Source: an optimization exercise on an open RTL-to-GDS flow (aim: small area, a short achievable clock period and few clock cycles). Production flows keep margins and buffers that such runs may drop. Only simulation tests tie the RTL to the original design; equivalence was not proved. No activity file was given, so power comes from the tool's default toggle rates.

Design solid_solid_drag_coefficient, start of the top module:
module solid_solid_drag_coefficient (
	input  wire logic        clk,
	input  wire logic        arst_n,
	input  wire logic        psel,
	input  wire logic        penable,
	input  wire logic        pwrite,
	input  wire logic [2:0]  paddr,
	input  wire logic [31:0] pwdata,
	output logic      [31:0] prdata,
	output logic             pready,
	input  wire logic        in_valid,
	output logic             in_ready,
	input  wire logic [15:0] alpha_gas,
	input  wire logic [15:0] alpha_first,
	input  wire logic [15:0] alpha_second,
	input  wire logic [15:0] diameter_first,
	input  wire logic [15:0] diameter_second,
	input  wire logic [15:0] density_first,
	input  wire logic [15:0] density_second,
	input  wire logic [15:0] phase_alpha,
	input  wire logic [15:0] phase_diameter,
	input  wire logic        phase_is_solid,
	input  wire logic        last_phase,
	output logic             out_valid,
	input  wire logic        out_ready,
	output logic      [47:0] drag_coeff,
	output logic             saturated
);
	logic [15:0] restitution_q, friction_q;
	ssdc_cfg u_cfg (
		.clk(clk), .arst_n(arst_n), .psel(psel), .penable(penable), .pwrite(pwrite),
		.paddr(paddr), .pwdata(pwdata), .prdata(prdata), .pready(pready),
		.restitution_q(restitution_q), .friction_q(friction_q)
	);
	localparam logic [1:0] PU_IDLE = 2'd0, PU_DIV = 2'd1, PU_ACC = 2'd2, PU_FIN = 2'd3;
	logic [1:0]  pu_q;
	logic [39:0] sum_q;
	logic        fault_q;
	logic        plast_q;
	logic [4:0]  pcnt_q;
	logic [15:0] prem_q, pdv_q;
	logic [17:0] p3d_q;
	logic [31:0] pdq_q;
	logic        accept;
	logic        s_done;           
	logic [17:0] pr4;
	logic [18:0] pt1, pt2, pt3;
	logic [1:0]  pqd;
	logic [15:0] prn;
	logic [40:0] sum_next;
	logic [15:0] ag_f, a1_f, a2_f, d1_f, d2_f, r1_f, r2_f;
	logic        rdy_q;
	assign in_ready = rdy_q;
	assign accept = in_valid & rdy_q;
	assign pr4 = {prem_q, pdq_q[31:30]};
	assign pt1 = {1'b0, pr4} - {3'b0, pdv_q};
  ...
Size in the first run: roughly 9000 cells after synthesis, about 1500 flip-flops, about 270 I/O pins, ~96000 um2 of cells after synthesis.
make LEC_CHECK=0 CAP_MARGIN=20 CORE_MARGIN=2 CORE_UTILIZATION=65 SETUP_SLACK_MARGIN=5 SLEW_MARGIN=20 finish   # period 10.0 ns
run.sh (not shown) runs the stock make flow with config.mk's settings and CLKGATE_MAP_FILE= SYNTH_SCRIPT=/design/flow/synth_recipe.tcl, a recipe that flattens the netlist after the stock synthesis.
Testbench counts at the start, summed over its fixed seeds: cycles 18,867.
==> next run, changes <==
--- a/flow/design.v
+++ b/flow/design.v
@@ -541,17 +541,17 @@
 					MU_BUB:  mu_q <= MU_RUN;
 					MU_PEND: if (pend_ok) mu_q <= MU_IDLE;
 					default: mu_q <= MU_IDLE;
 				endcase
 			end
 		end
 	end
 	logic        v1_q, v2_q;
-	logic        f1_q;              
+	logic        f1_q, f2_q;        
 	logic        w1_q, w2_q;        
 	logic [1:0]  a1_q, a2_q;        
 	logic [63:0] x1_q, y1_q;
 	logic [16:0] z1_q;
 	logic [81:0] s2_q, c2_q;
 	logic [17:0] cin_q;
 	logic [81:0] ps, pc;
 	logic [81:0] wsum;
@@ -588,24 +588,25 @@
 		x1_q <= xw;
 		y1_q <= yw;
 		z1_q <= zv;
 		f1_q <= u_first;
 		w1_q <= u_dst;
 		a1_q <= u_waddr;
 		s2_q <= ps;
 		c2_q <= pc;
+		f2_q <= f1_q;
 		w2_q <= w1_q;
 		a2_q <= a1_q;
-		cin_q <= f1_q ? 18'd0 : wsum[81:64];
+		cin_q <= wsum[81:64];
 		if (m_end) dsat_q <= kf_q;
 	end
 	ssdc_mac u_mac (.x(x1_q), .z(z1_q), .y(y1_q), .ps(ps), .pc(pc));
 	logic [81:0] ws, wc;
-	ssdc_csa u_wb (.a(s2_q), .b(c2_q), .c({64'd0, cin_q}), .s(ws), .co(wc));
+	ssdc_csa u_wb (.a(s2_q), .b(c2_q), .c({64'd0, (f2_q ? 18'd0 : cin_q)}), .s(ws), .co(wc));
 	assign wsum = ws + wc;
 	genvar gw;
 	generate
 		for (gw = 0; gw < 4; gw++) begin : g_p
 			always_ff @(posedge clk) begin
 				if (v2_q & ~w2_q & (a2_q == gw)) p_q[gw] <= wsum[63:0];
 			end
 		end
The changed run completed without violations. Hold slack is about the same. Global-route usage is about the same. Total power came out lower by 2.3%. Utilization came out lower by 0.39 points. Die area climbs by 1.2%. Maximum frequency came out lower by 0.57%. Count of clock-buffer cells in the layout falls by 2. Clock power falls by 5.1%.
Testbench counts after the change, summed over its fixed seeds: cycles 18,867.


solid_solid_drag_coefficient, a different RTL version from the one above (not shown whole).
Size in the first run: roughly 9200 cells after synthesis, ~1500 flip-flops, ~270 I/O pins.
Settings: LEC_CHECK=0, CAP_MARGIN=20, CORE_MARGIN=2, CORE_UTILIZATION=55, SETUP_SLACK_MARGIN=5, SLEW_MARGIN=20; clock period 10.0 ns.
Testbench counts at the start, summed over its fixed seeds: cycles 18,867.
==> next run, changes <==
--- a/flow/design.v
+++ b/flow/design.v
@@ -28,27 +28,25 @@
 	logic wr;
 	assign pready = 1'b1;
 	assign wr = psel & penable & pwrite;
 	always_ff @(posedge clk or negedge arst_n) begin
 		if (!arst_n) begin
 			restitution_q <= 16'd58982;
 			friction_q <= 16'd0;
 		end else if (wr) begin
 			if (paddr[2]) friction_q <= pwdata[15:0];
 			else restitution_q <= pwdata[15:0];
 		end
 	end
-	logic [15:0] rd_q;
-	always_ff @(posedge clk) rd_q <= paddr[2] ? friction_q : restitution_q;
-	assign prdata = {16'd0, rd_q};
+	assign prdata = paddr[2] ? {16'd0, friction_q} : {16'd0, restitution_q};
 endmodule
 `default_nettype wire
 `default_nettype none
 module ssdc_unit (
 	input  wire logic         clk,
 	input  wire logic         arst_n,
 	input  wire logic         start,
 	input  wire logic [95:0]  r0,        
 	input  wire logic [48:0]  l0,        
 	input  wire logic         sat0,      
 	input  wire logic [96:0]  dvs_in,    
 	input  wire logic         out_ready,
@@ -362,25 +360,25 @@
 				PU_FIN: begin
 					if (s_done) begin
 						sum_q <= '0;
 						fault_q <= 1'b0;
 						pu_q <= PU_IDLE;
 					end
 				end
 				default: pu_q <= PU_IDLE;
 			endcase
 		end
 	end
 	always_ff @(posedge clk) begin
-		if (rdy_q) begin
+		if (pu_q == PU_IDLE) begin
 			prem_q <= '0;
 			pdq_q <= {phase_alpha, 16'd0};
 			pdv_q <= phase_diameter;
 			ag_f <= alpha_gas;
 			a1_f <= alpha_first;
 			a2_f <= alpha_second;
 			d1_f <= diameter_first;
 			d2_f <= diameter_second;
 			r1_f <= density_first;
 			r2_f <= density_second;
 		end else if (pu_q == PU_DIV) begin
 			if (pcnt_q == 5'd0) begin
@@ -537,25 +535,25 @@
 							if (u_q == 5'd15) mu_q <= MU_BUB;
 							else if (u_q == 5'd24) mu_q <= div_free ? MU_IDLE : MU_PEND;
 						end
 					end
 					MU_BUB:  mu_q <= MU_RUN;
 					MU_PEND: if (pend_ok) mu_q <= MU_IDLE;
 					default: mu_q <= MU_IDLE;
 				endcase
 			end
 		end
 	end
 	logic        v1_q, v2_q;
-	logic        f1_q, f2_q;        
+	logic        f1_q;              
 	logic        w1_q, w2_q;        
 	logic [1:0]  a1_q, a2_q;        
 	logic [63:0] x1_q, y1_q;
 	logic [16:0] z1_q;
 	logic [81:0] s2_q, c2_q;
 	logic [17:0] cin_q;
 	logic [81:0] ps, pc;
 	logic [81:0] wsum;
 	always_ff @(posedge clk or negedge arst_n) begin
 		if (!arst_n) begin
 			v1_q <= 1'b0;
 			v2_q <= 1'b0;
@@ -584,33 +582,32 @@
 			dsum_b <= {1'b0, d1_f} + {1'b0, d2_f};
 			kf_q <= fault_q;
 		end
 		hi_q <= xr[63:32];
 		x1_q <= xw;
 		y1_q <= yw;
 		z1_q <= zv;
 		f1_q <= u_first;
 		w1_q <= u_dst;
 		a1_q <= u_waddr;
 		s2_q <= ps;
 		c2_q <= pc;
-		f2_q <= f1_q;
 		w2_q <= w1_q;
 		a2_q <= a1_q;
-		cin_q <= wsum[81:64];
+		cin_q <= f1_q ? 18'd0 : wsum[81:64];
 		if (m_end) dsat_q <= kf_q;
 	end
 	ssdc_mac u_mac (.x(x1_q), .z(z1_q), .y(y1_q), .ps(ps), .pc(pc));
 	logic [81:0] ws, wc;
-	ssdc_csa u_wb (.a(s2_q), .b(c2_q), .c({64'd0, (f2_q ? 18'd0 : cin_q)}), .s(ws), .co(wc));
+	ssdc_csa u_wb (.a(s2_q), .b(c2_q), .c({64'd0, cin_q}), .s(ws), .co(wc));
 	assign wsum = ws + wc;
 	genvar gw;
 	generate
 		for (gw = 0; gw < 4; gw++) begin : g_p
 			always_ff @(posedge clk) begin
 				if (v2_q & ~w2_q & (a2_q == gw)) p_q[gw] <= wsum[63:0];
 			end
 		end
 		for (gw = 0; gw < 3; gw++) begin : g_t
 			always_ff @(posedge clk) begin
 				if (v2_q & w2_q & (a2_q == gw)) t_q[gw] <= wsum[63:0];
 			end
What happened: Maximum frequency falls by 0.75%; core utilization falls by 0.19 points; design area falls by 1.7%; combinational power stays flat; global-route usage falls by 0.71 points.
Testbench counts after the change, summed over its fixed seeds: cycles 18,867.

## re-timing with driven ports
Ports are ideal in the flow. The routed layouts listed here were re-timed in OpenROAD.
Step 1 sets driving cells, clkbuf_16 on the clock port and buf_2 on the other inputs (assumed; they add their load-dependent delay and slew).
Step 2 also shifts input and output timing later by t, the mid clock arrival at the registers, as if the neighbouring blocks saw the same clock.
Three values: ideal, step 1, step 2; two values: the first two.
run	shift t [ns]	setup slack, ns	worst hold slack (ns)	clock arrival spread, ns	worst register clock-pin slew, ns
the first run of note 1	0.894	4.965 / 4.965 / 4.965	0.327 / 0.327 / 0.327	0.062 / 0.062	0.07 / 0.07
the second run of note 1	0.887	4.936 / 4.936 / 4.936	0.329 / 0.329 / 0.329	0.048 / 0.048	0.07 / 0.07
the first run of note 2	0.923	5.037 / 5.037 / 5.037	0.326 / 0.326 / 0.326	0.032 / 0.032	0.07 / 0.07
the second run of note 2	0.917	4.999 / 4.943 / 4.943	0.312 / 0.312 / 0.312	0.033 / 0.033	0.07 / 0.07
After both steps setup and hold are still met in every run listed. The setup slack of the second run of note 2, which loses most, moves by -0.056 ns with the drivers and by -0.056 ns with both steps.
